From an optimization exercise on the open Yosys and OpenROAD flow, aimed at small area, a short achievable clock period and few clock cycles per item; shortcuts taken in it are not production practice.
In this exercise RTL edits were held to simulation tests only and were not proved equivalent to the original.

## design/flow/config.mk

```make
export PLATFORM = sky130hd
export DESIGN_NAME = muldiv_unit
export DESIGN_NICKNAME = muldiv_unit
export VERILOG_FILES = /design/flow/design.v
export SDC_FILE = /design/flow/constraint.sdc
export NUM_CORES = 4
export LEC_CHECK = 0
export CAP_MARGIN = 20
export CORE_MARGIN = 2
export CORE_UTILIZATION = 40
export SETUP_SLACK_MARGIN = 1.25
export SLEW_MARGIN = 20
```

## design/flow/constraint.sdc

```tcl
create_clock -name core_clock -period 6.0 [get_ports {clk}]
set_input_delay 1.2000 -clock core_clock [delete_from_list [all_inputs] [get_ports {clk}]]
set_output_delay 1.2000 -clock core_clock [all_outputs]
set_load 0.01 [all_outputs]
```

## design/flow/design.v

```verilog
module muldiv_unit #(
    parameter int XLEN = 64
) (
    input  logic            clk,
    input  logic            reset,
    input  logic            start,
    input  logic [2:0]      funct3,
    input  logic [XLEN-1:0] op_a,
    input  logic [XLEN-1:0] op_b,
    input  logic            kill,
    output logic            busy,
    output logic            done,
    output logic [XLEN-1:0] result
);
    localparam int W = 69;   
    logic ph_align, ph_mul, ph_msh, ph_div, ph_corr, ph_fix, ph_done;
    logic [5:0] cnt;
    logic [2:0] fn;
    logic [1:0] kz;         
    logic       a_neg, b_neg, bzero, corr;
    logic [6:0] lz_a, lz_b;   
    logic [65:0] H;         
    logic [63:0] L;         
    logic [65:0] A;         
    logic x0_en, inv_h, inv_l, c_one;
    logic b0_one, b0_two, b0_neg, b1_one, b1_two, b1_neg;
    assign busy   = ph_align | ph_mul | ph_msh | ph_div | ph_corr | ph_fix | ph_done;
    assign done   = ph_done;
    assign result = L;
    wire accept = !busy && start && !kill;
    function automatic logic [6:0] lzc64(input logic [63:0] x);
        logic [31:0] z1; logic [31:0] c1;
        logic [15:0] z2; logic [1:0] c2 [16];
        logic [7:0]  z3; logic [2:0] c3 [8];
        logic [3:0]  z4; logic [3:0] c4 [4];
        logic [1:0]  z5; logic [4:0] c5 [2];
        logic        z6; logic [5:0] c6;
        for (int g = 0; g < 32; g++) begin
            z1[g] = !x[2*g+1] && !x[2*g];
            c1[g] = !x[2*g+1];
        end
        for (int g = 0; g < 16; g++) begin
            z2[g] = z1[2*g+1] && z1[2*g];
            c2[g] = z1[2*g+1] ? {1'b1, c1[2*g]} : {1'b0, c1[2*g+1]};
        end
        for (int g = 0; g < 8; g++) begin
            z3[g] = z2[2*g+1] && z2[2*g];
            c3[g] = z2[2*g+1] ? {1'b1, c2[2*g]} : {1'b0, c2[2*g+1]};
        end
        for (int g = 0; g < 4; g++) begin
            z4[g] = z3[2*g+1] && z3[2*g];
            c4[g] = z3[2*g+1] ? {1'b1, c3[2*g]} : {1'b0, c3[2*g+1]};
        end
        for (int g = 0; g < 2; g++) begin
            z5[g] = z4[2*g+1] && z4[2*g];
            c5[g] = z4[2*g+1] ? {1'b1, c4[2*g]} : {1'b0, c4[2*g+1]};
        end
        z6 = z5[1] && z5[0];
        c6 = z5[1] ? {1'b1, c5[0]} : {1'b0, c5[1]};
        lzc64 = z6 ? 7'd64 : {1'b0, c6};
    endfunction
    function automatic logic [2:0] booth(input logic [2:0] g);
        booth = {g[1] ^ g[0], (g == 3'b011) || (g == 3'b100), g[2] && !(g[1] && g[0])};
    endfunction
    logic [W-1:0] A_ext, H_ext, X0, X1, X2, S, C, T;
    logic [W:0]   T_ext;
    always_comb begin
        A_ext = {{(W-66){A[65]}}, A};
        H_ext = {{(W-66){H[65]}}, H};
        X0 = x0_en ? H_ext : '0;
        X1 = (b0_one ? A_ext : '0) | (b0_two ? {A_ext[W-2:0], 1'b0} : '0);
        X1 = X1 ^ {W{b0_neg}};
        if (inv_h) X1 = X1 | ~H_ext;
        if (inv_l) X1 = X1 | {{(W-64){1'b1}}, ~L};
        X2 = (b1_one ? A_ext : '0) | (b1_two ? {A_ext[W-2:0], 1'b0} : '0);
        X2 = X2 ^ {W{b1_neg}};
        X2 = {X2[W-3:0], b1_neg, b0_neg};
        S = X0 ^ X1 ^ X2;
        C = {(X0[W-2:0] & X1[W-2:0]) | (X0[W-2:0] & X2[W-2:0]) | (X1[W-2:0] & X2[W-2:0]), b1_neg};
        T_ext = {S, 1'b1} + {C, b1_neg | c_one};
        T = T_ext[W:1];
    end
    wire qbit = !T[W-1];    
    logic [7:0] s_full;
    logic [5:0] sft;
    logic       special;
    always_comb begin
        s_full  = {1'b0, lz_b} - {1'b0, lz_a} + {7'd0, a_neg};
        sft     = s_full[6] ? 6'd63 : s_full[5:0];
        special = s_full[7] || bzero;
    end
    logic n_align, n_mul, n_msh, n_div, n_corr, n_fix, n_done;
    always_comb begin
        n_align = 1'b0; n_mul = 1'b0; n_msh = 1'b0; n_div = 1'b0;
        n_corr  = 1'b0; n_fix   = 1'b0; n_done = 1'b0;
        if (!busy) begin
            n_align = funct3[2];
            n_mul   = !funct3[2];
        end
        if (ph_align) begin
            n_done = special;
            n_div  = !special;
        end
        if (ph_mul) begin
            n_mul  = cnt != 6'd0 && !(cnt[1:0] == 2'b00 && cnt[3:2] <= kz);
            n_msh  = cnt != 6'd0 &&  (cnt[1:0] == 2'b00 && cnt[3:2] <= kz);
            n_done = cnt == 6'd0 && fn[1:0] == 2'b00;
            n_fix  = cnt == 6'd0 && fn[1:0] != 2'b00;
        end
        if (ph_msh) begin
            n_msh  = cnt[3:2] != 2'd0;
            n_done = cnt[3:2] == 2'd0 && fn[1:0] == 2'b00;
            n_fix  = cnt[3:2] == 2'd0 && fn[1:0] != 2'b00;
        end
        if (ph_div) begin
            n_div  = cnt != 6'd0;
            if (cnt == 6'd0) begin
                if (fn[1]) begin
                    n_fix  = qbit;
                    n_corr = !qbit;
                end else begin
                    n_fix  = a_neg ^ b_neg;
                    n_done = !(a_neg ^ b_neg);
                end
            end
        end
        if (ph_corr) n_fix = 1'b1;
        if (ph_fix)  n_done = 1'b1;
    end
    always_ff @(posedge clk or negedge reset) begin
        if (!reset) begin
            ph_align <= 1'b0;
            ph_mul   <= 1'b0;
            ph_msh   <= 1'b0;
            ph_div   <= 1'b0;
            ph_corr  <= 1'b0;
            ph_fix   <= 1'b0;
            ph_done  <= 1'b0;
        end else begin
            if ((!busy && !(start && !kill)) || (busy && kill && !ph_done) || ph_done) begin
                ph_align <= 1'b0;
                ph_mul   <= 1'b0;
                ph_msh   <= 1'b0;
                ph_div   <= 1'b0;
                ph_corr  <= 1'b0;
                ph_fix   <= 1'b0;
                ph_done  <= 1'b0;
            end else begin
                ph_align <= n_align;
                ph_mul   <= n_mul;
                ph_msh   <= n_msh;
                ph_div   <= n_div;
                ph_corr  <= n_corr;
                ph_fix   <= n_fix;
                ph_done  <= n_done;
            end
        end
    end
    always_ff @(posedge clk) begin
        x0_en  <= 1'b1;
        inv_h  <= 1'b0;
        inv_l  <= 1'b0;
        c_one  <= 1'b0;
        {b0_one, b0_two, b0_neg} <= 3'b000;
        {b1_one, b1_two, b1_neg} <= 3'b000;
        if (n_mul) begin
            if (!busy) begin
                {b0_one, b0_two, b0_neg} <= booth({op_a[1:0], 1'b0});
                {b1_one, b1_two, b1_neg} <= booth(op_a[3:1]);
            end else begin
                {b0_one, b0_two, b0_neg} <= booth(L[5:3]);
                {b1_one, b1_two, b1_neg} <= booth(L[7:5]);
            end
        end
        if (n_align) begin
            x0_en <= !(!funct3[0] && op_a[63]);
            inv_h <= !funct3[0] && op_a[63];
            c_one <= !funct3[0] && op_a[63];
        end
        if (n_div) begin
            b0_one <= 1'b1;
            b0_neg <= (ph_div ? qbit : 1'b1) ^ b_neg;
        end
        if (n_corr) begin
            b0_one <= 1'b1;
            b0_neg <= b_neg;
        end
        if (n_fix) begin
            if (!fn[2]) begin
                b0_one <= corr;
            end else if (fn[1]) begin
                x0_en <= !a_neg;
                inv_h <= a_neg;
                c_one <= a_neg;
            end else begin
                x0_en <= 1'b0;
                inv_l <= 1'b1;
                c_one <= 1'b1;
            end
        end
    end
    always_ff @(posedge clk) begin
        if (!busy) begin
            fn    <= funct3;
            a_neg <= funct3[2] && !funct3[0] && op_a[63];
            b_neg <= funct3[2] && !funct3[0] && op_b[63];
            bzero <= (op_b == '0);
            corr  <= (funct3 == 3'b011) && op_a[63];
            cnt   <= 6'd15;
            kz    <= (op_a[63:15] == '0 || op_a[63:15] == '1) ? 2'd3 :
                     (op_a[63:31] == '0 || op_a[63:31] == '1) ? 2'd2 :
                     (op_a[63:47] == '0 || op_a[63:47] == '1) ? 2'd1 : 2'd0;
            lz_a  <= lzc64(op_a ^ {64{!funct3[0] && op_a[63]}});
            lz_b  <= lzc64(op_b ^ {64{!funct3[0] && op_b[63]}});
            if (funct3[2]) begin
                H <= {{2{!funct3[0] && op_a[63]}}, op_a};
                A <= {{2{!funct3[0] && op_b[63]}}, op_b};
                L <= '0;
            end else begin
                H <= '0;
                A <= {{2{(funct3 == 3'b001) && op_b[63]}}, op_b};
                L <= op_a;
            end
        end else begin
            H <= ph_mul ? {T[W-1], T[W-1:4]} : ph_msh ? {{16{H[65]}}, H[65:16]} : T[65:0];
            if (ph_align) begin
                cnt <= sft;
                A   <= A << sft;
                if (special) L <= fn[1] ? H[63:0] : {64{bzero}};
            end
            if (ph_mul) begin
                L   <= {T[3:0], L[63:4]};
                cnt <= cnt - 1'b1;
            end
            if (ph_msh) begin
                L   <= {H[15:0], L[63:16]};
                cnt <= cnt - 6'd4;
            end
            if (ph_div) begin
                L   <= {L[62:0], qbit};
                if (cnt != 6'd0) A <= {A[65], A[65:1]};
                cnt <= cnt - 1'b1;
            end
            if (ph_fix) L <= T[63:0];
        end
    end
endmodule
```

## design/flow/run.sh

```bash
#!/bin/bash
# synth_recipe.tcl (not shown) runs the flow's synth.tcl, then flattens the netlist and writes it again
# the make line also repeats each setting of config.mk as NAME=value (left out here)
make -C /OpenROAD-flow-scripts/flow DESIGN_CONFIG=/design/flow/config.mk WORK_HOME=/design/flow/orfs CLKGATE_MAP_FILE= SYNTH_SCRIPT=/design/flow/synth_recipe.tcl finish
```

==> run_results.csv, run 1 <==
group,metric,value,unit
synthesis,syn_area,0.0304,mm2
sta,slew-limit-headroom,0.261,
clocking,cts_tree,"yes",
sta,finalCritPeriodShare,0.810,
placement,dp_cells,5203,
critical_path,cp.arrival,5350,ps
placement,hpwl,126,mm
floorplanning,ios,201,
floorplanning,rows,101,
run,cap_violations,0,
sta,tns,0,ps
synthesis,synth_area_per_cell,7.16,um2
floorplanning,core,0.0756,mm2
floorplanning,die_height,280,um
grt,grt_antenna_before_repair,11,
clocking,cts_buffer_depth,3,
grt,grt_pass1_wl,237,mm
floorplanning,die_area,0.0783,mm2
clocking,clk_pin_slew,60,ps
synthesis,yosys.area.top_type,"dfxtp_1",
synthesis,synth_area_leaders,"dfxtp_1, edfxtp_1, a21oi_1",
cells_and_area,utilization,0.486,
synthesis,yosys_register_bits,242,
synthesis,synth_top_area_frac,0.0961,
critical_path,reg2reg_to,"A[52]",
synthesis,synth_fp_nets,4545,
clocking,cts_made_buffers,34,
cells_and_area,finalNonFillerCells,5324,
placement,place.gp.congestion,1.08,
sta,finalCriticalPeriod,4860,ps
drt,via_per_inst,6.92,
critical_path,rrSetupSlack,1140,ps
sta,rsz0062_at_grt,"yes",
min_path,worstHoldEndpoint,"cnt[5]",
cells_and_area,nets,4617,
sta,finalSetupViolations,0,
clocking,cts_num_sinks,242,
outcome,status,"no timing/DRC/antenna violations",
cells_and_area,area_growth,20.8,%
synthesis,ys_warn_count,9,
sta,layout_setup_ws,1140,ps
grt,grt_max_degree,91,
sta,drv_slew,0,
synthesis,async_flop_share,0.0289,
sta,clock_skew,17.2,ps
floorplanning,fp.dieW,280,um
critical_path,crit_fanout,6,
synthesis,synth_flop_cell,"dfxtp_1",
min_path,whs_path_depth,2,
grt,grt_pass1_vias,33544,
drt,num_vias,36832,
drt,drc,0,
critical_path,cp-start-kind,"register",
clocking,worstSkewPairLatency,570,ps
drt,postRouteAntennaNets,0,
cells_and_area,drive_gt1_frac,0.138,
synthesis,synth_cells,4247,
sta,fmaxAchievable,206,MHz
clocking,cts_hold_buffers,0,
critical_path,rr_worst_depth,18,
grt,grt_overflow_total,0,
placement,dpl_worst_slack,440,ps
floorplanning,start_util,0.403,
sta,finalHoldViolations,0,
critical_path,cp-end-kind,"register",
critical_path,startpoint,"lz_a[0]",
clocking,ctsRootBufferMaster,"clkbuf_16",
critical_path,worstSetupPathType,"register to register",
sta,worst_pin_slew,1110,ps
drt,dr.pass1.iters,13,
drt,first_iter_violations,6356,
critical_path,cp.required,6490,ps
drt,routedWlPerCell,31.4,um
grt,grt_usage,0.409,
clocking,cts_max_level,2,
drt,wirelength,167,mm
min_path,hold_start,"cnt[5]",
placement,numPortBuffers,200,
synthesis,ys_seq_area_frac,0.190,
critical_path,r2r-start,"lz_a[0]",
synthesis,synth_edf_count,89,
min_path,hold_path_class,"register to register",
synthesis,synthDistinctLibCells,90,
## layout by cell type, fill, tap and decap left out, drive strengths merged, types with 38 or more instances in the layout
cell / instances
a21o: 48
nand2: 497
a21oi: 430
buf: 243
ha: 93
dfxtp: 146
a211oi: 38
a22oi: 167
o211ai: 81
nor2: 392
fa: 70
o22ai: 100
a221oi: 49
nand3: 105
clkbuf: 43
mux2i: 107
xnor2: 179
a222oi: 42
nor3: 68
inv: 201
clkdlybuf4s50: 200
a31oi: 42
o21ai: 290
edfxtp: 89
nand4: 41
o221ai: 45
## how the worst max path moves through the flow
stage	to	slack [ps]
floorplan	L[63]	1270
CTS	H[65]	1220
finish	A[52]	1140
detailed placement	H[65]	440
global route	H[65]	1130
global placement	H[65]	460
## final cells by class
cell class	instances	area, um2
repair buffers	447	4210
fillers	7629	38800
flip-flops and latches	242	5830
clock buffers	40	926
diodes	5	12.5
clock inverters	18	189
inverters	200	768
multi-input cells	3394	23600
well taps	978	1220
## critical path: stages (launching register included)
cell and delay (ps):
edfxtp_1 510, ha_1 340, inv_1 60, ha_1 150, inv_1 60, fa_1 490
nor2b_4 210, o21a_4 250, buf_4 210, o2111a_2 410, buf_4 170, buf_4 120
nand2_1 180, o22ai_1 310, a221oi_1 130, mux2_2 320, o22ai_1 440, a21oi_1 240
o21ai_0 180
## cells by family after synthesis
family | count (synthesis) | synth area share
xor gates and xnor gates | 211 | 0.0607
and+or+nand+nor | 1314 | 0.192
muxes | 146 | 0.0541
DFF | 242 | 0.190
adders and majority gates | 163 | 0.0843
buffers and inverters | 612 | 0.0796
AOI/OAI and AO/OA | 1559 | 0.340
## sequential cells by signal, summed over array words and instances (netlist names), 2 cells and up
signal  count
A          66
H          66
L          64
lz_a        7
lz_b        7
cnt         6
fn          3
kz          2
## through the flow
stage	cell area [um2]	hold WS [ps]
2_1_floorplan	30400	444
3_3_place_gp	33600	509
3_5_place_dp	33600	518
4_1_cts	35300	529
5_1_grt	36800	551
6_report	36800	532
## cell usage after synthesis (22+ instances only)
cell and count:
a21oi_1 428, nor4_1 37, nand3_1 105, o22ai_1 100, nand2b_1 26, inv_1 192, a31oi_1 42, xnor2_1 179
nor2b_1 30, mux2_2 27, and3_1 28, edfxtp_1 89, a222oi_1 42, a22oi_1 167, buf_2 35, nand4_1 41
nand2_1 497, nor2_1 389, a221o_1 36, a21o_1 48, and2_1 29, xor2_1 32, clkbuf_1 292, o21ai_0 280
a221oi_1 44, dfxtp_1 146, mux2i_1 107, o221ai_1 45, o21bai_1 22, a211oi_1 37, fa_1 70, or3_1 26
nor3_1 68, buf_1 65, ha_1 93, o211ai_1 80
## what timing repair did
item                       4_1_cts  5_1_grt
setup buffers                   19       34
gates cloned                     3        2
resized for setup               94      223
pin swaps                       15       41
setup endpoints to repair      126      107
## routing by layer
metal  GRT usage  up-vias  part of all wire
met5           0        -           0.00064
met4       0.202       16             0.060
met3       0.125      554              0.14
met2       0.581     2880              0.41
met1       0.556    17553              0.40
li1            -    15829                 -
Testbench counts, summed over its fixed seeds: cycles 23,834, ops 1,600.
==> run 2: changes to the inputs <==
--- a/design/flow/design.v
+++ b/design/flow/design.v
@@ -16,25 +16,28 @@
     logic ph_align, ph_mul, ph_msh, ph_div, ph_corr, ph_fix, ph_done;
     logic [5:0] cnt;
     logic [2:0] fn;
+    logic       rsel;       
     logic [1:0] kz;         
     logic       a_neg, b_neg, bzero, corr;
-    logic [6:0] lz_a, lz_b;   
+    logic [5:0] lz_a, lz_b;   
     logic [65:0] H;         
     logic [63:0] L;         
     logic [65:0] A;         
     logic x0_en, inv_h, inv_l, c_one;
     logic b0_one, b0_two, b0_neg, b1_one, b1_two, b1_neg;
-    assign busy   = ph_align | ph_mul | ph_msh | ph_div | ph_corr | ph_fix | ph_done;
+    logic bsy, busy_r;
+    assign bsy    = ph_align | ph_mul | ph_msh | ph_div | ph_corr | ph_fix | ph_done;
+    assign busy   = busy_r;
     assign done   = ph_done;
-    assign result = L;
-    wire accept = !busy && start && !kill;
-    function automatic logic [6:0] lzc64(input logic [63:0] x);
+    assign result = rsel ? H[63:0] : L;
+    wire accept = !bsy && start && !kill;
+    function automatic logic [5:0] lzc64(input logic [63:0] x);
         logic [31:0] z1; logic [31:0] c1;
         logic [15:0] z2; logic [1:0] c2 [16];
         logic [7:0]  z3; logic [2:0] c3 [8];
         logic [3:0]  z4; logic [3:0] c4 [4];
         logic [1:0]  z5; logic [4:0] c5 [2];
-        logic        z6; logic [5:0] c6;
+        logic [5:0] c6;
         for (int g = 0; g < 32; g++) begin
             z1[g] = !x[2*g+1] && !x[2*g];
             c1[g] = !x[2*g+1];
@@ -55,9 +58,8 @@
             z5[g] = z4[2*g+1] && z4[2*g];
             c5[g] = z4[2*g+1] ? {1'b1, c4[2*g]} : {1'b0, c4[2*g+1]};
         end
-        z6 = z5[1] && z5[0];
         c6 = z5[1] ? {1'b1, c5[0]} : {1'b0, c5[1]};
-        lzc64 = z6 ? 7'd64 : {1'b0, c6};
+        lzc64 = c6;
     endfunction
     function automatic logic [2:0] booth(input logic [2:0] g);
         booth = {g[1] ^ g[0], (g == 3'b011) || (g == 3'b100), g[2] && !(g[1] && g[0])};
@@ -81,19 +83,19 @@
         T = T_ext[W:1];
     end
     wire qbit = !T[W-1];    
-    logic [7:0] s_full;
+    logic [6:0] s_full;
     logic [5:0] sft;
     logic       special;
     always_comb begin
-        s_full  = {1'b0, lz_b} - {1'b0, lz_a} + {7'd0, a_neg};
-        sft     = s_full[6] ? 6'd63 : s_full[5:0];
-        special = s_full[7] || bzero;
+        s_full  = {1'b0, lz_b} - {1'b0, lz_a} + {6'd0, a_neg};
+        sft     = s_full[5:0];
+        special = s_full[6] || bzero;
     end
     logic n_align, n_mul, n_msh, n_div, n_corr, n_fix, n_done;
     always_comb begin
         n_align = 1'b0; n_mul = 1'b0; n_msh = 1'b0; n_div = 1'b0;
         n_corr  = 1'b0; n_fix   = 1'b0; n_done = 1'b0;
-        if (!busy) begin
+        if (!bsy) begin
             n_align = funct3[2];
             n_mul   = !funct3[2];
         end
@@ -104,19 +106,20 @@
         if (ph_mul) begin
             n_mul  = cnt != 6'd0 && !(cnt[1:0] == 2'b00 && cnt[3:2] <= kz);
             n_msh  = cnt != 6'd0 &&  (cnt[1:0] == 2'b00 && cnt[3:2] <= kz);
-            n_done = cnt == 6'd0 && fn[1:0] == 2'b00;
-            n_fix  = cnt == 6'd0 && fn[1:0] != 2'b00;
+            n_done = cnt == 6'd0 && !corr;
+            n_fix  = cnt == 6'd0 && corr;
         end
         if (ph_msh) begin
             n_msh  = cnt[3:2] != 2'd0;
-            n_done = cnt[3:2] == 2'd0 && fn[1:0] == 2'b00;
-            n_fix  = cnt[3:2] == 2'd0 && fn[1:0] != 2'b00;
+            n_done = cnt[3:2] == 2'd0 && !corr;
+            n_fix  = cnt[3:2] == 2'd0 && corr;
         end
         if (ph_div) begin
             n_div  = cnt != 6'd0;
             if (cnt == 6'd0) begin
                 if (fn[1]) begin
-                    n_fix  = qbit;
+                    n_fix  = qbit && a_neg;
+                    n_done = qbit && !a_neg;
                     n_corr = !qbit;
                 end else begin
                     n_fix  = a_neg ^ b_neg;
@@ -124,11 +127,15 @@
                 end
             end
         end
-        if (ph_corr) n_fix = 1'b1;
+        if (ph_corr) begin
+            n_fix  = a_neg;
+            n_done = !a_neg;
+        end
         if (ph_fix)  n_done = 1'b1;
     end
     always_ff @(posedge clk or negedge reset) begin
         if (!reset) begin
+            busy_r   <= 1'b0;
             ph_align <= 1'b0;
             ph_mul   <= 1'b0;
             ph_msh   <= 1'b0;
@@ -137,7 +144,8 @@
             ph_fix   <= 1'b0;
             ph_done  <= 1'b0;
         end else begin
-            if ((!busy && !(start && !kill)) || (busy && kill && !ph_done) || ph_done) begin
+            if ((!bsy && !(start && !kill)) || (bsy && kill && !ph_done) || ph_done) begin
+                busy_r   <= 1'b0;
                 ph_align <= 1'b0;
                 ph_mul   <= 1'b0;
                 ph_msh   <= 1'b0;
@@ -146,6 +154,7 @@
                 ph_fix   <= 1'b0;
                 ph_done  <= 1'b0;
             end else begin
+                busy_r   <= 1'b1;
                 ph_align <= n_align;
                 ph_mul   <= n_mul;
                 ph_msh   <= n_msh;
@@ -164,7 +173,7 @@
         {b0_one, b0_two, b0_neg} <= 3'b000;
         {b1_one, b1_two, b1_neg} <= 3'b000;
         if (n_mul) begin
-            if (!busy) begin
+            if (!bsy) begin
                 {b0_one, b0_two, b0_neg} <= booth({op_a[1:0], 1'b0});
                 {b1_one, b1_two, b1_neg} <= booth(op_a[3:1]);
             end else begin
@@ -187,11 +196,11 @@
         end
         if (n_fix) begin
             if (!fn[2]) begin
-                b0_one <= corr;
+                b0_one <= 1'b1;
             end else if (fn[1]) begin
-                x0_en <= !a_neg;
-                inv_h <= a_neg;
-                c_one <= a_neg;
+                x0_en <= 1'b0;
+                inv_h <= 1'b1;
+                c_one <= 1'b1;
             end else begin
                 x0_en <= 1'b0;
                 inv_l <= 1'b1;
@@ -200,8 +209,9 @@
         end
     end
     always_ff @(posedge clk) begin
-        if (!busy) begin
+        if (!bsy) begin
             fn    <= funct3;
+            rsel  <= funct3[2] ? funct3[1] : (funct3[1:0] != 2'b00);
             a_neg <= funct3[2] && !funct3[0] && op_a[63];
             b_neg <= funct3[2] && !funct3[0] && op_b[63];
             bzero <= (op_b == '0);
@@ -227,6 +237,7 @@
                 cnt <= sft;
                 A   <= A << sft;
                 if (special) L <= fn[1] ? H[63:0] : {64{bzero}};
+                if (special) rsel <= 1'b0;
             end
             if (ph_mul) begin
                 L   <= {T[3:0], L[63:4]};
--- a/design/flow/config.mk
+++ b/design/flow/config.mk
@@ -8,5 +8,5 @@
 export CAP_MARGIN = 20
 export CORE_MARGIN = 2
 export CORE_UTILIZATION = 40
-export SETUP_SLACK_MARGIN = 1.25
+export SETUP_SLACK_MARGIN = 1.5
 export SLEW_MARGIN = 20
==> run_results.csv, run 2 <==
group,metric,value,unit
floorplanning,start_util,0.405,
critical_path,crit_end,"H[22]",
critical_path,rr_worst_depth,17,
grt,grt_max_degree,95,
drt,num_vias,36324,
sta,worst_pin_slew,1130,ps
cells_and_area,nets,4628,
critical_path,worstSetupPathType,"register to register",
synthesis,synth_top_area_frac,0.0933,
outcome,status,"no timing/DRC/antenna violations",
grt,grt_pass1_wl,230,mm
critical_path,cp_num_buf_inv,2,
sta,clock_skew,45.9,ps
synthesis,syn_area,0.0313,mm2
critical_path,slowest_stage,"xor2_1",
synthesis,synth_fp_nets,4659,
clocking,cts_hold_buffers,0,
synthesis,async_flop_share,0.0332,
critical_path,cp-start-kind,"register",
floorplanning,die_height,284,um
critical_path,rrSetupSlack,1340,ps
cells_and_area,num-fill-cells,7809,
floorplanning,die_area,0.0806,mm2
critical_path,startpoint,"b0_one",
drt,via_per_inst,6.73,
placement,numPortBuffers,200,
synthesis,ys_warn_count,9,
sta,finalCriticalPeriod,4660,ps
placement,place.gp.congestion,1.03,
critical_path,cp-end-kind,"register",
floorplanning,rows,102,
synthesis,yosysMostFrequentCell,"nand2_1",
critical_path,crit_chain,"buf_12, a22oi_2, xnor2_1, o221ai_1, fa_1, ha_2, nand2_1, a211oi_2, o21ai_2, buf_4, nand2_1, a21oi_2, o31ai_1, xor2_1, mux2i_1, nor2_1, a221o_1",
cells_and_area,top_regs,"A x66, H x66, L x64",
clocking,cts_num_sinks,241,
cells_and_area,area_growth,18.0,%
clocking,cts_max_level,2,
clocking,cts_buffer_depth,3,
clocking,cts_tree,"yes",
clocking,clk_pin_slew,60,ps
cells_and_area,drive_gt1_frac,0.142,
synthesis,synth_area_leaders,"dfxtp_1, edfxtp_1, a21oi_1",
synthesis,synth_flop_cell,"dfxtp_1",
sta,finalCritPeriodShare,0.777,
synthesis,synth_area_per_cell,7.18,um2
synthesis,yosys_register_bits,241,
floorplanning,core,0.0775,mm2
synthesis,ys_seq_area_frac,0.183,
synthesis,synthDistinctLibCells,95,
synthesis,synthTopCellsByCount,"nand2_1, a21oi_1, nor2_1, o21ai_0, clkbuf_1",
critical_path,crit_cells,17,
drt,dr.pass1.iters,8,
sta,drv_slew,0,
cells_and_area,final_cell_mix,"nand2_1, a21oi_1, nor2_1, o21ai_0, clkdlybuf4s50_1",
critical_path,crit_fanout,7,
clocking,worstSkewPairLatency,590,ps
critical_path,cp_top_family,"compound AO/OA/AOI/OAI gates",
critical_path,max_stage_delay,720,ps
grt,grt_pass1_vias,32914,
grt,grt_usage,0.381,
sta,rsz0062_at_grt,"yes",
sta,fmaxAchievable,215,MHz
min_path,hold_path_class,"register to register",
drt,drc,0,
sta,finalHoldViolations,0,
clocking,cts_made_buffers,34,
placement,hpwl,120,mm
critical_path,r2r-start,"b0_one",
drt,postRouteAntennaNets,0,
critical_path,cp.required,6500,ps
floorplanning,fp.dieW,284,um
sta,finalSetupViolations,0,
drt,routedWlPerCell,30.1,um
cells_and_area,mostFrequentLayoutCell,"nand2_1",
drt,first_iter_violations,5794,
sta,tns,0,ps
synthesis,synth_cells,4363,
critical_path,reg2reg_to,"H[22]",
synthesis,synth_edf_count,87,
critical_path,crit_top_cell,"nand2_1",
run,cap_violations,0,
grt,grt_overflow_total,0,
clocking,ctsRootBufferMaster,"clkbuf_16",
sta,slew-limit-headroom,0.243,
floorplanning,ios,201,
critical_path,cp.arrival,5160,ps
synthesis,yosys.area.top_type,"dfxtp_1",
grt,grt_antenna_before_repair,4,
drt,wirelength,163,mm
## run 2: area by class of cell
| class | count | area, um2 | area share |
|---|---|---|---|
| Antenna cell | 1 | 2.50 | 0.0000677 |
| Clock inverter | 11 | 108 | 0.00291 |
| Tap cell | 1040 | 1300 | 0.0352 |
| Clock buffer | 50 | 1000 | 0.0271 |
| Timing Repair Buffer | 360 | 3540 | 0.0958 |
| Multi-Input combinational cell | 3499 | 24500 | 0.662 |
| Sequential cell | 241 | 5800 | 0.157 |
| Inverter | 196 | 753 | 0.0204 |
## run 2: stage by stage
step	worst slack [ps]	hold slack, ps	utilization	cells	area [um2]
5_1_grt	1270	570	0.477	5397	37000
4_1_cts	1430	524	0.462	5361	35800
2_1_floorplan	1640	482	-	4363	31300
3_3_place_gp	726	512	0.439	5288	34000
3_5_place_dp	760	514	0.439	5288	34000
6_report	1340	522	0.477	5398	37000
## run 2: worst reg2reg max path, stage by stage (launching register included)
cell,delay [ps]
dfxtp_4,420
buf_12,220
a22oi_2,260
xnor2_1,190
o221ai_1,200
fa_1,470
ha_2,400
nand2_1,110
a211oi_2,270
o21ai_2,150
buf_4,160
nand2_1,100
a21oi_2,80
o31ai_1,420
xor2_1,720
mux2i_1,170
nor2_1,120
a221o_1,120
## run 2: worst min path at each step
stage,to,slack [ps],startpoint,depth (start not counted)
after global routing,cnt[1],570,cnt[1],2
after CTS,cnt[1],520,cnt[1],2
after floorplan,cnt[5],480,cnt[5],2
after global placement,cnt[5],510,cnt[5],2
after detailed placement,cnt[1],510,cnt[1],2
final,cnt[1],520,cnt[1],2
## run 2: layer usage
layer  GRT usage  wire length (um)  vias up
met4       0.212             10900        4
met5           0                27        -
li1            -                 -    15822
met1       0.513             64800    17472
met2       0.548             66900     2549
met3       0.102             20100      477
## run 2: logic make-up (layout without fill, tap and decap cells)
family	after synthesis	in the layout	share of synthesized area
AOI/OAI and AO/OA	1498	1498	0.303
DFF	241	241	0.183
xor gates and xnor gates	214	215	0.0598
adders and majority gates	161	161	0.0811
and+or+nand+nor	1412	1413	0.201
muxes	212	212	0.0926
buffers and inverters	625	617	0.0791
other	0	1	0
## run 2: what timing repair did
| action | CTS | global route |
|---|---|---|
| cloned | 1 | 6 |
| endpoints found under the hold margin | 0 | 0 |
| buffers inserted | 11 | 30 |
| gates resized for setup | 119 | 173 |
| pin swaps | 17 | 45 |
| setup endpoints to repair | 104 | 99 |
Testbench counts of run 2, summed over its fixed seeds: cycles 23,136, ops 1,600.
==> run 3: changes to the inputs <==
--- a/design/flow/design.v
+++ b/design/flow/design.v
@@ -19,7 +19,8 @@
     logic       rsel;       
     logic [1:0] kz;         
     logic       a_neg, b_neg, bzero, corr;
-    logic [5:0] lz_a, lz_b;   
+    logic [5:0] lz_a, lz_b;
+    logic       special;    
     logic [65:0] H;         
     logic [63:0] L;         
     logic [65:0] A;         
@@ -28,7 +29,7 @@
     logic bsy, busy_r;
     assign bsy    = ph_align | ph_mul | ph_msh | ph_div | ph_corr | ph_fix | ph_done;
     assign busy   = busy_r;
-    assign done   = ph_done;
+    assign done   = ph_done | (ph_align & special);
     assign result = rsel ? H[63:0] : L;
     wire accept = !bsy && start && !kill;
     function automatic logic [5:0] lzc64(input logic [63:0] x);
@@ -85,7 +86,6 @@
     wire qbit = !T[W-1];    
     logic [6:0] s_full;
     logic [5:0] sft;
-    logic       special;
     always_comb begin
         s_full  = {1'b0, lz_b} - {1'b0, lz_a} + {6'd0, a_neg};
         sft     = s_full[5:0];
@@ -100,7 +100,6 @@
             n_mul   = !funct3[2];
         end
         if (ph_align) begin
-            n_done = special;
             n_div  = !special;
         end
         if (ph_mul) begin
@@ -144,7 +143,7 @@
             ph_fix   <= 1'b0;
             ph_done  <= 1'b0;
         end else begin
-            if ((!bsy && !(start && !kill)) || (bsy && kill && !ph_done) || ph_done) begin
+            if ((!bsy && !(start && !kill)) || (bsy && kill && !done) || done) begin
                 busy_r   <= 1'b0;
                 ph_align <= 1'b0;
                 ph_mul   <= 1'b0;
@@ -225,7 +224,7 @@
             if (funct3[2]) begin
                 H <= {{2{!funct3[0] && op_a[63]}}, op_a};
                 A <= {{2{!funct3[0] && op_b[63]}}, op_b};
-                L <= '0;
+                L <= {64{op_b == '0}};
             end else begin
                 H <= '0;
                 A <= {{2{(funct3 == 3'b001) && op_b[63]}}, op_b};
@@ -236,8 +235,6 @@
             if (ph_align) begin
                 cnt <= sft;
                 A   <= A << sft;
-                if (special) L <= fn[1] ? H[63:0] : {64{bzero}};
-                if (special) rsel <= 1'b0;
             end
             if (ph_mul) begin
                 L   <= {T[3:0], L[63:4]};
==> run_results.csv, run 3 <==
group,metric,value,unit
floorplanning,die_height,279,um
critical_path,rrSetupSlack,1360,ps
sta,slew-limit-headroom,0.252,
critical_path,crit_cells,18,
critical_path,worstSetupPathType,"register to register",
critical_path,cp.arrival,5100,ps
drt,via_per_inst,6.80,
min_path,hold_start,"cnt[1]",
synthesis,yosysMostFrequentCell,"nand2_1",
cells_and_area,final_cell_mix,"nand2_1, nor2_1, a21oi_1, o21ai_0, clkdlybuf4s50_1",
sta,worst_pin_slew,1120,ps
critical_path,crit_fanout,12,
drt,routedWlPerCell,31.2,um
drt,first_iter_violations,5449,
outcome,status,"no timing/DRC/antenna violations",
floorplanning,fp.dieW,279,um
synthesis,synthAdderAreaFrac,0.0839,
cells_and_area,ff_latch_area,0.00579,mm2
synthesis,synth_mux_area_frac,0.110,
critical_path,slowest_stage,"dfxtp_4",
clocking,ctsRootBufferMaster,"clkbuf_16",
grt,grt_pass1_wl,227,mm
synthesis,synth_compound_area_frac,0.285,
drt,wirelength,161,mm
cells_and_area,multi_input_area,0.0236,mm2
clocking,cts_tree,"yes",
critical_path,r2r-start,"b0_one",
synthesis,yosys.area.top_type,"dfxtp_1",
clocking,cts_max_level,2,
cells_and_area,num-fill-cells,7490,
drt,num_vias,35102,
synthesis,async_flop_share,0.0332,
critical_path,max_stage_delay,520,ps
synthesis,synthTopCellsByCount,"nand2_1, a21oi_1, nor2_1, o21ai_0, clkbuf_1",
clocking,cts_num_sinks,241,
sta,rsz0062_at_grt,"yes",
synthesis,synth_edf_count,87,
sta,drv_slew,0,
placement,dp_cells,5057,
placement,hpwl,122,mm
clocking,worstSkewPairLatency,580,ps
floorplanning,ios,201,
run,cap_violations,0,
cells_and_area,area_growth,19.2,%
synthesis,synthDistinctLibCells,86,
floorplanning,die_area,0.0779,mm2
synthesis,synth_cells,4144,
critical_path,cp-end-kind,"register",
clocking,cts_buffer_depth,3,
min_path,worstHoldEndpoint,"cnt[1]",
critical_path,crit_chain,"buf_12, a22oi_1, xnor2_1, nor2_1, fa_1, inv_1, ha_2, nand2_1, nor2_2, o21ai_0, o21ai_1, nand3_1, o211ai_1, a31oi_4, xor2_4, buf_12, mux2_2, o41ai_2",
critical_path,cp_top_family,"adder cells",
grt,grt_overflow_total,0,
synthesis,synth_area_leaders,"dfxtp_1, edfxtp_1, nand2_1",
placement,place.gp.congestion,1.07,
grt,grt_pass1_vias,31475,
clocking,cts_made_buffers,34,
grt,grt_max_degree,87,
critical_path,cp_num_buf_inv,3,
synthesis,synth_top_family_by_area,"compound AO/OA/AOI/OAI gates",
synthesis,synthXorXnorAreaFrac,0.0628,
critical_path,crit_top_cell,"buf_12",
sta,fmaxAchievable,215,MHz
min_path,hold_path_class,"register to register",
critical_path,cp.required,6460,ps
placement,numPortBuffers,200,
sta,finalSetupViolations,0,
drt,drc,0,
sta,clock_skew,27.3,ps
synthesis,yosys_register_bits,241,
synthesis,yosys.area_share.simple,0.195,
floorplanning,rows,100,
synthesis,synth_area_per_cell,7.30,um2
critical_path,rr_worst_depth,18,
synthesis,synth_top_area_frac,0.0966,
clocking,clk_pin_slew,60,ps
synthesis,ys_warn_count,9,
cells_and_area,nets,4466,
drt,dr.pass1.iters,8,
grt,grt_antenna_before_repair,10,
floorplanning,start_util,0.405,
grt,grt_usage,0.397,
synthesis,syn_area,0.0303,mm2
critical_path,reg2reg_to,"ph_done",
floorplanning,core,0.0747,mm2
min_path,whs_path_depth,2,
sta,tns,0,ps
drt,postRouteAntennaNets,0,
cells_and_area,top_regs,"A x66, H x66, L x64",
sta,finalHoldViolations,0,
synthesis,ys_seq_area_frac,0.189,
cells_and_area,mostFrequentLayoutCell,"nand2_1",
sta,finalCriticalPeriod,4640,ps
cells_and_area,drive_gt1_frac,0.147,
synthesis,synth_flop_cell,"dfxtp_1",
critical_path,cp-start-kind,"register",
synthesis,synth_fp_nets,4440,
sta,finalCritPeriodShare,0.774,
cells_and_area,finalNonFillerCells,5165,
==> run 3: area by class of cell <==
type | count | share of cell area
clock buffers | 45 | 0.0276
flip-flops and latches | 241 | 0.161
diodes | 2 | 0.000139
well taps | 969 | 0.0336
inverters | 194 | 0.0205
clock inverters | 15 | 0.00295
multi-input cells | 3314 | 0.654
repair buffers | 385 | 0.101
==> run 3: timing repair <==
action | 4_1_cts | 5_1_grt
pin swaps | 30 | 26
buffers inserted | 27 | 17
gates cloned | 1 | 1
gates resized for setup | 155 | 115
endpoints found under the setup margin | 107 | 103
hold buffers | 0 | 0
==> run 3: worst register-to-register path, delay by kind of cell (launching register included) <==
family | cells | cell delay (ps)
fa+ha+maj | 2 | 1010
compound gates | 6 | 980
simple gates | 4 | 810
xor+xnor | 2 | 540
flops | 1 | 520
buf+inv | 3 | 400
mux | 1 | 270
==> run 3: cells by family after synthesis <==
| group | count (synthesis) |
|---|---|
| muxes | 255 |
| AOI/OAI and AO/OA | 1362 |
| DFF | 241 |
| buffers and inverters | 589 |
| xor gates and xnor gates | 215 |
| adders and majority gates | 161 |
| and+or+nand+nor | 1321 |
==> run 3: layer usage <==
layer | track usage | vias up | part of all wire
met5 | 0 | - | 0.00046
met4 | 0.168 | 12 | 0.050
met3 | 0.149 | 428 | 0.15
met2 | 0.555 | 2632 | 0.40
met1 | 0.541 | 16908 | 0.40
li1 | - | 15122 | -
==> run 3: per-stage QoR <==
step / worst slack [ps] / utilization / hold WS [ps] / instance area, um2
floorplan: 1530 / - / 446 / 30300
global placement: 773 / 0.445 / 514 / 33300
detailed placement: 694 / 0.445 / 511 / 33300
CTS: 1470 / 0.473 / 520 / 35300
global route: 1290 / 0.483 / 550 / 36100
finish: 1360 / 0.483 / 520 / 36100
==> run 3: worst max-delay path by stage <==
stage | from | to
after floorplan | inv_h | L[0]
after global placement | b0_one | L[62]
after detailed placement | b0_one | L[62]
after CTS | b0_two | L[62]
after global routing | b0_one | H[65]
final | b0_one | ph_done
Testbench counts of run 3, summed over its fixed seeds: cycles 22,812, ops 1,600.
==> run 4: changes to the inputs <==
--- a/design/flow/design.v
+++ b/design/flow/design.v
@@ -24,7 +24,7 @@
     logic [65:0] H;         
     logic [63:0] L;         
     logic [65:0] A;         
-    logic x0_en, inv_h, inv_l, c_one;
+    logic x0_h, x0_l, inv0, c_one;
     logic b0_one, b0_two, b0_neg, b1_one, b1_two, b1_neg;
     logic bsy, busy_r;
     assign bsy    = ph_align | ph_mul | ph_msh | ph_div | ph_corr | ph_fix | ph_done;
@@ -70,11 +70,10 @@
     always_comb begin
         A_ext = {{(W-66){A[65]}}, A};
         H_ext = {{(W-66){H[65]}}, H};
-        X0 = x0_en ? H_ext : '0;
+        X0 = (x0_h ? H_ext : '0) | (x0_l ? {{(W-64){1'b0}}, L} : '0);
+        X0 = X0 ^ {W{inv0}};
         X1 = (b0_one ? A_ext : '0) | (b0_two ? {A_ext[W-2:0], 1'b0} : '0);
         X1 = X1 ^ {W{b0_neg}};
-        if (inv_h) X1 = X1 | ~H_ext;
-        if (inv_l) X1 = X1 | {{(W-64){1'b1}}, ~L};
         X2 = (b1_one ? A_ext : '0) | (b1_two ? {A_ext[W-2:0], 1'b0} : '0);
         X2 = X2 ^ {W{b1_neg}};
         X2 = {X2[W-3:0], b1_neg, b0_neg};
@@ -165,9 +164,9 @@
         end
     end
     always_ff @(posedge clk) begin
-        x0_en  <= 1'b1;
-        inv_h  <= 1'b0;
-        inv_l  <= 1'b0;
+        x0_h   <= 1'b1;
+        x0_l   <= 1'b0;
+        inv0   <= 1'b0;
         c_one  <= 1'b0;
         {b0_one, b0_two, b0_neg} <= 3'b000;
         {b1_one, b1_two, b1_neg} <= 3'b000;
@@ -181,8 +180,7 @@
             end
         end
         if (n_align) begin
-            x0_en <= !(!funct3[0] && op_a[63]);
-            inv_h <= !funct3[0] && op_a[63];
+            inv0  <= !funct3[0] && op_a[63];
             c_one <= !funct3[0] && op_a[63];
         end
         if (n_div) begin
@@ -197,12 +195,12 @@
             if (!fn[2]) begin
                 b0_one <= 1'b1;
             end else if (fn[1]) begin
-                x0_en <= 1'b0;
-                inv_h <= 1'b1;
+                inv0  <= 1'b1;
                 c_one <= 1'b1;
             end else begin
-                x0_en <= 1'b0;
-                inv_l <= 1'b1;
+                x0_h  <= 1'b0;
+                x0_l  <= 1'b1;
+                inv0  <= 1'b1;
                 c_one <= 1'b1;
             end
         end
@@ -249,7 +247,7 @@
                 if (cnt != 6'd0) A <= {A[65], A[65:1]};
                 cnt <= cnt - 1'b1;
             end
-            if (ph_fix) L <= T[63:0];
+            if (ph_fix) rsel <= 1'b1;
         end
     end
 endmodule
--- a/design/flow/config.mk
+++ b/design/flow/config.mk
@@ -10,3 +10,4 @@
 export CORE_UTILIZATION = 40
 export SETUP_SLACK_MARGIN = 1.5
 export SLEW_MARGIN = 20
+export TNS_END_PERCENT = 0
==> run_results.csv, run 4 <==
group,metric,value,unit
floorplanning,die_height,280,um
sta,drv_slew,0,
critical_path,cp.required,6430,ps
cells_and_area,top_regs,"A x66, H x66, L x64",
clocking,ctsRootBufferMaster,"clkbuf_16",
clocking,cts_num_sinks,240,
sta,fmaxAchievable,213,MHz
critical_path,rr_worst_depth,16,
drt,postRouteAntennaNets,0,
sta,finalCritPeriodShare,0.783,
critical_path,crit_fanout,12,
sta,finalHoldViolations,0,
synthesis,yosys.area.top_type,"dfxtp_1",
synthesis,synthXorXnorAreaFrac,0.0798,
placement,hpwl,103,mm
drt,routedWlPerCell,27.7,um
sta,finalSetupViolations,0,
grt,grt_max_degree,113,
sta,slew-limit-headroom,0.231,
critical_path,cp-start-kind,"register",
synthesis,synth_mux_area_frac,0.116,
cells_and_area,final_cell_mix,"nand2_1, nor2_1, a21oi_1, o21ai_0, clkdlybuf4s50_1",
grt,grt_overflow_total,0,
synthesis,synthDistinctLibCells,100,
critical_path,cp-end-kind,"register",
cells_and_area,area_growth,16.9,%
synthesis,yosysMostFrequentCell,"nand2_1",
grt,grt_usage,0.338,
floorplanning,core,0.0757,mm2
grt,grt_pass1_vias,29747,
cells_and_area,num-fill-cells,7549,
clocking,cts_tree,"yes",
cells_and_area,drive_gt1_frac,0.133,
drt,dr.pass1.iters,7,
synthesis,syn_area,0.0305,mm2
run,cap_violations,0,
synthesis,synthAdderAreaFrac,0.0827,
min_path,hold_path_class,"register to register",
cells_and_area,nets,4316,
synthesis,synth_top_area_frac,0.0952,
sta,clock_skew,40.4,ps
drt,num_vias,32911,
clocking,cts_buffer_depth,3,
drt,via_per_inst,6.55,
synthesis,synth_flop_cell,"dfxtp_1",
floorplanning,start_util,0.403,
drt,drc,0,
outcome,status,"no timing/DRC/antenna violations",
synthesis,synth_fp_nets,4335,
placement,place.gp.congestion,1.00,
synthesis,synth_area_leaders,"dfxtp_1, edfxtp_1, nand2_1",
clocking,cts_max_level,2,
sta,finalCriticalPeriod,4700,ps
floorplanning,rows,101,
critical_path,cp.arrival,5130,ps
clocking,worstSkewPairLatency,600,ps
synthesis,ys_warn_count,9,
drt,first_iter_violations,4643,
synthesis,async_flop_share,0.0333,
grt,grt_pass1_wl,201,mm
synthesis,synthTopCellsByCount,"nand2_1, clkbuf_1, nor2_1, a21oi_1, o21ai_0",
grt,grt_antenna_before_repair,4,
cells_and_area,mostFrequentLayoutCell,"nand2_1",
sta,tns,0,ps
synthesis,yosys.area_share.simple,0.178,
floorplanning,die_area,0.0784,mm2
synthesis,synth_cells,4040,
clocking,clk_pin_slew,60,ps
synthesis,yosys_register_bits,240,
critical_path,worstSetupPathType,"register to register",
synthesis,synth_area_per_cell,7.55,um2
clocking,cts_made_buffers,34,
synthesis,synth_edf_count,87,
floorplanning,ios,201,
drt,wirelength,139,mm
sta,rsz0062_at_grt,"yes",
synthesis,ys_seq_area_frac,0.187,
min_path,whs_path_depth,2,
placement,numPortBuffers,200,
sta,worst_pin_slew,1140,ps
floorplanning,fp.dieW,280,um
synthesis,synth_compound_area_frac,0.278,
synthesis,synth_top_family_by_area,"compound AO/OA/AOI/OAI gates",
## run 4: cell count changes after synthesis, sizes merged, moves of 25 or more
cell	before	now
a22oi	153	207
a211oi	75	105
a221oi	42	16
a31oi	70	105
buf	91	122
nor2	340	277
o21ai	348	262
a21oi	347	280
o22ai	82	17
xnor2	178	153
xor2	37	124
nand2	547	458
## run 4: timing repair
action / in CTS / in global routing
hold buffers: 0 / 0
resized for setup: 60 / 125
pin swaps: 18 / 73
setup buffers: 26 / 45
setup endpoints to repair: 55 / 48
gates cloned: 0 / 1
## run 4: path summary, 6_finish.rpt
| path | startpoint | slack, ps | endpoint |
|---|---|---|---|
| setup / recovery | x0_l | 1300 | H[39] |
| hold / removal | cnt[0] | 490 | cnt[0] |
| setup reg to reg | x0_l | 1300 | H[39] |
| hold reg to reg | cnt[0] | 490 | cnt[0] |
| max in group asynchronous | reset | 4790 | ph_div |
| min in group asynchronous | reset | 910 | ph_msh |
## run 4: worst max-delay path, stage by stage, from the launching register on
cell and delay (ps):
dfxtp_4 400, buf_12 170, a22oi_2 400, xor2_2 260, fa_1 470, inv_2 80
ha_4 210, and3_1 160, o2bb2ai_1 140, o41ai_2 470, o221ai_2 220, a21oi_4 240
o31a_1 260, o21a_2 200, xnor2_2 120, a222oi_1 560, o21ai_0 160
## run 4: kinds of logic (layout without fill, tap and decap cells)
family                     Yosys count  count (layout)
and+or+nand+nor                   1198            1198
adders and majority gates          160             160
other                                0               2
DFF                                240             240
AOI/OAI and AO/OA                 1283            1283
buffers and inverters              606             612
muxes                              276             276
xor gates and xnor gates           277             278
## run 4: layout make-up
type	count	area (um2)	share of cell area
diodes	2	5.00	0.000140
well taps	978	1220	0.0343
flip-flops and latches	240	5770	0.162
clock inverters	14	178	0.00498
clock buffers	48	995	0.0279
multi-input cells	3195	23300	0.653
inverters	191	729	0.0205
repair buffers	359	3460	0.0971
## run 4: through the flow
step                instances   util  hold WS [ps]  cell area [um2]  worst slack, ps
global route             5025  0.471           523            35600             1340
floorplan                4040      -           455            30500             1550
global placement         4891  0.436           470            33000              825
CTS                      4979  0.458           504            34700             1410
detailed placement       4891  0.436           497            33000              834
finish                   5027  0.471           494            35600             1300
## run 4: per-layer routing
metal,GRT usage,part of all wire
met5,0,0.00018
met4,0.127,0.043
met2,0.501,0.43
met1,0.479,0.42
met3,0.0689,0.11
Testbench counts of run 4, summed over its fixed seeds: cycles 22,812, ops 1,600.
==> run 5: changes to the inputs <==
--- a/design/flow/config.mk
+++ b/design/flow/config.mk
@@ -10,4 +10,3 @@
 export CORE_UTILIZATION = 40
 export SETUP_SLACK_MARGIN = 1.5
 export SLEW_MARGIN = 20
-export TNS_END_PERCENT = 0
==> run_results.csv, run 5 <==
group,metric,value,unit
outcome,status,"no timing/DRC/antenna violations",
synthesis,synth_fp_nets,4335,
floorplanning,core,0.0757,mm2
cells_and_area,num-fill-cells,7539,
drt,postRouteAntennaNets,0,
grt,grt_pass1_vias,29908,
synthesis,synth_edf_count,87,
grt,grt_max_degree,113,
sta,finalCritPeriodShare,0.769,
placement,dpl_worst_slack,834,ps
synthesis,synth_mux_area_frac,0.116,
drt,first_iter_violations,4714,
min_path,hold_path_class,"register to register",
synthesis,synth_top_family_by_area,"compound AO/OA/AOI/OAI gates",
critical_path,worstSetupPathType,"register to register",
clocking,cts_max_level,2,
drt,routedWlPerCell,27.7,um
sta,slew-limit-headroom,0.224,
clocking,ctsRootBufferMaster,"clkbuf_16",
cells_and_area,area_growth,17.3,%
placement,place.gp.congestion,1.00,
sta,layout_setup_ws,1380,ps
drt,via_per_inst,6.59,
drt,num_vias,33150,
sta,tns,0,ps
clocking,cts_buffer_depth,3,
critical_path,cp.required,6310,ps
synthesis,synth_top_area_frac,0.0952,
clocking,cts_made_buffers,34,
floorplanning,start_util,0.403,
floorplanning,die_height,280,um
clocking,clk_pin_slew,60,ps
critical_path,cp-start-kind,"register",
run,cap_violations,0,
sta,worst_pin_slew,1160,ps
cells_and_area,nets,4318,
synthesis,yosys.area_share.simple,0.178,
synthesis,synthTopCellsByCount,"nand2_1, clkbuf_1, nor2_1, a21oi_1, o21ai_0",
synthesis,synth_area_per_cell,7.55,um2
cells_and_area,mostFrequentLayoutCell,"nand2_1",
clocking,cts_num_sinks,240,
sta,drv_slew,0,
synthesis,synth_cells,4040,
grt,grt_overflow_total,0,
placement,hpwl,103,mm
critical_path,crit_fanout,9,
synthesis,yosys_register_bits,240,
clocking,worstSkewPairLatency,600,ps
sta,finalCriticalPeriod,4620,ps
placement,numPortBuffers,200,
cells_and_area,final_cell_mix,"nand2_1, nor2_1, a21oi_1, o21ai_0, clkdlybuf4s50_1",
sta,clock_skew,45.7,ps
sta,rsz0062_at_grt,"yes",
critical_path,cp.arrival,4930,ps
synthesis,ys_warn_count,9,
floorplanning,fp.dieW,280,um
floorplanning,ios,201,
sta,finalHoldViolations,0,
critical_path,cp-end-kind,"register",
floorplanning,die_area,0.0784,mm2
synthesis,async_flop_share,0.0333,
drt,wirelength,139,mm
synthesis,synthAdderAreaFrac,0.0827,
drt,dr.pass1.iters,8,
synthesis,synth_area_leaders,"dfxtp_1, edfxtp_1, nand2_1",
cells_and_area,drive_gt1_frac,0.138,
grt,grt_antenna_before_repair,5,
synthesis,synthXorXnorAreaFrac,0.0798,
synthesis,ys_seq_area_frac,0.187,
synthesis,syn_area,0.0305,mm2
synthesis,synth_compound_area_frac,0.278,
sta,finalSetupViolations,0,
synthesis,synthDistinctLibCells,100,
grt,grt_usage,0.339,
drt,drc,0,
floorplanning,rows,101,
cells_and_area,top_regs,"A x66, H x66, L x64",
synthesis,yosys.area.top_type,"dfxtp_1",
sta,fmaxAchievable,217,MHz
clocking,cts_tree,"yes",
grt,grt_pass1_wl,201,mm
synthesis,synth_flop_cell,"dfxtp_1",
synthesis,yosysMostFrequentCell,"nand2_1",
==> run 5: changes by cell type in the layout (fill, tap and decap cells not counted), moves of 3 or more <==
cell	delta
ha_1	-6
dfxtp_1	-4
dfxtp_2	+4
o21ai_0	-3
ha_2	+8
buf_4	-5
buf_6	+3
==> run 5: per-layer routing <==
metal,GRT usage,up-vias,routed length [um]
li1,-,14688,-
met1,0.477,16056,57700
met2,0.502,2069,59400
met3,0.0736,333,15900
met4,0.136,4,6290
met5,0,-,25
==> run 5: per-stage QoR <==
step	instances	cell area (um2)	utilization	hold slack (ps)
floorplan	4040	30500	-	455
global placement	4891	33000	0.436	470
detailed placement	4891	33000	0.436	497
CTS	4988	34900	0.461	504
global route	5027	35800	0.472	523
finish	5030	35800	0.473	494
==> run 5: logic make-up (layout without fill, tap and decap cells) <==
family | after synthesis | after routing
compound gates | 1283 | 1283
flops | 240 | 240
xor+xnor | 277 | 278
mux | 276 | 276
fa+ha+maj | 160 | 160
simple gates | 1198 | 1198
buf+inv | 606 | 614
other cells | 0 | 3
==> run 5: repair_timing <==
action | CTS | global route
pin swaps | 35 | 75
cloned | 0 | 2
gates resized for setup | 88 | 121
setup buffers | 35 | 37
hold buffers | 0 | 0
setup endpoints to repair | 55 | 47
==> run 5: final timing paths <==
| path | slack [ps] | depth (start not counted) | start | to |
|---|---|---|---|---|
| worst max-delay path | 1380 | 17 | x0_l | H[65] |
| worst min-delay path | 490 | 2 | cnt[0] | cnt[0] |
| worst max register to register | 1380 | 17 | x0_l | H[65] |
| worst min register to register | 490 | 2 | cnt[0] | cnt[0] |
| max in group asynchronous | 4790 | 1 | reset | ph_div |
| min in group asynchronous | 910 | 1 | reset | ph_msh |
==> run 5: cell type report <==
type                    count  area [um2]  share of cell area
multi-input cells        3195       23300               0.652
inverters                 191         729              0.0204
diodes                      3        7.51            0.000210
repair buffers            361        3530              0.0987
clock buffers              48         995              0.0278
clock inverters            14         178             0.00497
flip-flops and latches    240        5780               0.162
well taps                 978        1220              0.0342
==> run 5: worst max-delay path, stage by stage, from the launching register on <==
cell and delay, ps:
dfxtp_4 410, buf_4 220, a22oi_2 340, xor2_2 240
fa_1 450, inv_1 100, ha_4 230, and3_1 190
o2bb2ai_1 140, o41ai_2 460, o221ai_2 220, a21oi_4 240
buf_6 150, o41a_4 170, o21ai_4 100, a221oi_2 260
xnor2_1 100, a221o_1 310
==> run 6: changes to the inputs <==
--- a/design/flow/config.mk
+++ b/design/flow/config.mk
@@ -7,6 +7,7 @@
 export LEC_CHECK = 0
 export CAP_MARGIN = 20
 export CORE_MARGIN = 2
-export CORE_UTILIZATION = 40
+export CORE_UTILIZATION = 55
+export PLACE_DENSITY = 0.7
 export SETUP_SLACK_MARGIN = 1.5
 export SLEW_MARGIN = 20
==> run_results.csv, run 6 <==
group,metric,value,unit
floorplanning,core,0.0550,mm2
critical_path,startpoint,"x0_l",
synthesis,async_flop_share,0.0333,
critical_path,crit_fanout,16,
synthesis,ys_warn_count,9,
run,cap_violations,0,
placement,dpl_worst_slack,896,ps
clocking,cts_max_level,1,
sta,layout_setup_ws,1310,ps
drt,num_vias,33930,
sta,fmaxAchievable,213,MHz
drt,postRouteAntennaNets,0,
grt,grt_max_degree,112,
sta,drv_slew,0,
synthesis,synth_top_area_frac,0.0952,
synthesis,synth_area_leaders,"dfxtp_1, edfxtp_1, nand2_1",
floorplanning,die_height,239,um
synthesis,synth_area_per_cell,7.55,um2
grt,grt_usage,0.461,
cells_and_area,ff_latch_area,0.00578,mm2
placement,hpwl,101,mm
critical_path,cp_top_family,"compound AO/OA/AOI/OAI gates",
sta,slew-limit-headroom,0.226,
grt,grt_overflow_total,0,
critical_path,rr_worst_depth,16,
cells_and_area,mostFrequentLayoutCell,"nand2_1",
grt,grt_pass1_wl,199,mm
floorplanning,rows,86,
cells_and_area,area_growth,17.0,%
clocking,ctsRootBufferMaster,"clkbuf_16",
outcome,status,"no timing/DRC/antenna violations",
placement,numPortBuffers,200,
drt,dr.pass1.iters,9,
drt,wirelength,139,mm
cells_and_area,final_cell_mix,"nand2_1, nor2_1, a21oi_1, o21ai_0, clkdlybuf4s50_1",
placement,dp_cells,4650,
synthesis,synth_cells,4040,
cells_and_area,top_regs,"A x66, H x66, L x64",
critical_path,max_stage_delay,600,ps
critical_path,slowest_stage,"o41ai_1",
drt,first_iter_violations,5616,
synthesis,synthDistinctLibCells,100,
floorplanning,start_util,0.554,
sta,worst_pin_slew,1160,ps
synthesis,synth_flop_cell,"dfxtp_1",
critical_path,cp.required,6530,ps
sta,finalHoldViolations,0,
synthesis,yosysMostFrequentCell,"nand2_1",
synthesis,yosys.area.top_type,"dfxtp_1",
grt,grt_pass1_vias,29853,
min_path,whs_path_depth,2,
cells_and_area,nets,4302,
synthesis,yosys_register_bits,240,
drt,routedWlPerCell,29.0,um
floorplanning,die_area,0.0573,mm2
critical_path,crit_top_cell,"a21oi_4",
cells_and_area,finalNonFillerCells,4781,
min_path,hold_start,"cnt[0]",
sta,finalCriticalPeriod,4690,ps
sta,clock_skew,25.8,ps
floorplanning,fp.dieW,239,um
min_path,worstHoldEndpoint,"cnt[0]",
clocking,clk_pin_slew,60,ps
min_path,hold_path_class,"register to register",
critical_path,r2r-start,"x0_l",
critical_path,cp.arrival,5220,ps
synthesis,synth_fp_nets,4335,
synthesis,synth_edf_count,87,
clocking,cts_tree,"yes",
sta,finalCritPeriodShare,0.781,
clocking,cts_made_buffers,29,
clocking,cts_num_sinks,240,
critical_path,cp-end-kind,"register",
drt,drc,0,
clocking,cts_hold_buffers,0,
floorplanning,ios,201,
critical_path,cp-start-kind,"register",
synthesis,syn_area,0.0305,mm2
grt,grt_antenna_before_repair,1,
clocking,cts_buffer_depth,3,
cells_and_area,num-fill-cells,4920,
placement,place.gp.congestion,1.07,
synthesis,ys_seq_area_frac,0.187,
critical_path,worstSetupPathType,"register to register",
critical_path,rrSetupSlack,1310,ps
sta,finalSetupViolations,0,
critical_path,cp_num_buf_inv,2,
synthesis,synthTopCellsByCount,"nand2_1, clkbuf_1, nor2_1, a21oi_1, o21ai_0",
sta,tns,0,ps
cells_and_area,drive_gt1_frac,0.143,
critical_path,crit_chain,"buf_12, a22oi_2, xnor2_2, fa_1, ha_4, and2b_1, o211ai_1, buf_4, a21oi_4, a21o_1, a21oi_4, o41ai_1, a31oi_1, xnor2_1, nor2_1, nor3_1",
drt,via_per_inst,7.10,
clocking,worstSkewPairLatency,620,ps
sta,rsz0062_at_grt,"yes",
critical_path,reg2reg_to,"H[49]",
cells_and_area,multi_input_area,0.0235,mm2
-- run 6: cell type report --
class | count | area share
clock inverter | 20 | 0.00933
tap | 748 | 0.0262
clock buffer | 34 | 0.0232
timing repair buffer | 351 | 0.101
inverter | 191 | 0.0203
sequential | 240 | 0.162
multi-input combinational | 3194 | 0.658
antenna | 3 | 0.000210
-- run 6: worst max-delay path by stage --
stage | endpoint | slack, ps | cells past startpoint
CTS | H[47] | 1450 | 14
detailed placement | H[47] | 900 | 15
global placement | H[47] | 850 | 15
floorplan | H[65] | 1550 | 18
finish | H[49] | 1310 | 16
global route | H[39] | 1350 | 16
-- run 6: stage by stage --
stage | cell area [um2] | utilization | hold WS, ps
2_1_floorplan | 30500 | - | 455
3_3_place_gp | 32600 | 0.593 | 474
3_5_place_dp | 32600 | 0.593 | 481
4_1_cts | 34400 | 0.626 | 492
5_1_grt | 35700 | 0.649 | 542
6_report | 35700 | 0.649 | 493
-- run 6: worst reg2reg max path: stages (launching register included) --
cell	delay [ps]
dfxtp_4	400
buf_12	180
a22oi_2	390
xnor2_2	190
fa_1	490
ha_4	320
and2b_1	170
o211ai_1	200
buf_4	210
a21oi_4	150
a21o_1	270
a21oi_4	140
o41ai_1	600
a31oi_1	200
xnor2_1	400
nor2_1	80
nor3_1	210
-- run 6: layer usage --
metal	track usage	wire [um]	up-vias
met5	0	10	-
met4	0.177	6890	2
met3	0.166	22600	439
met2	0.635	54900	2693
met1	0.650	54300	16128
li1	-	-	14668
-- run 6: logic make-up after synthesis --
| group | Yosys count | share of synthesized area |
|---|---|---|
| XOR/XNOR | 277 | 0.0798 |
| flip-flops | 240 | 0.187 |
| adder cells (fa/ha/maj) | 160 | 0.0827 |
| AND/OR/NAND/NOR | 1198 | 0.178 |
| multiplexers | 276 | 0.116 |
| AO/OA/AOI/OAI | 1283 | 0.278 |
| buffers and inverters | 606 | 0.0779 |
-- run 6: what timing repair did --
item | CTS | global route
buffers inserted | 21 | 45
gates resized for setup | 64 | 168
pin swaps | 9 | 90
endpoints found under the setup margin | 53 | 53
cloned | 3 | 5
hold endpoints to repair | 0 | 0

[separate check: timing with driven ports]
How much do the figures lean on ideal ports? The routed layouts below were timed once more, with nothing changed but the port constraints.
Step 1: set_driving_cell puts a clkbuf_16 on clk and a buf_2 on each other input, an assumption about the parent block.
Step 2 times the ports against the registers' clock, not the clock port: input delays grow and output delays shrink by t, the midpoint of the rising clock arrivals with the driver on.
Slacks: ideal ports / drivers / drivers and shift; pairs: ideal ports / drivers.
run | shift t [ns] | setup WS [ns] | hold slack, ns | worst register clock-pin slew, ns | worst data-port slew with drivers (ns)
run 1 | 0.621 | 1.143 / 1.143 / 0.714 | 0.532 / 0.532 / 0.532 | 0.07 / 0.07 | 0.11
run 2 | 0.631 | 1.339 / 1.339 / 1.162 | 0.522 / 0.522 / 0.522 | 0.08 / 0.08 | 0.07
run 3 | 0.633 | 1.355 / 1.355 / 0.969 | 0.520 / 0.520 / 0.520 | 0.07 / 0.07 | 0.07
run 4 | 0.643 | 1.304 / 1.304 / 1.065 | 0.494 / 0.494 / 0.494 | 0.08 / 0.08 | 0.05
run 5 | 0.637 | 1.383 / 1.383 / 1.067 | 0.494 / 0.494 / 0.494 | 0.08 / 0.08 | 0.05
run 6 | 0.663 | 1.312 / 1.312 / 1.018 | 0.493 / 0.493 / 0.493 | 0.07 / 0.07 | 0.05
After both steps every run listed still meets setup and hold. For run 1, which loses most, drivers alone change the setup slack by 0.000 ns; drivers and shift together by -0.429 ns.
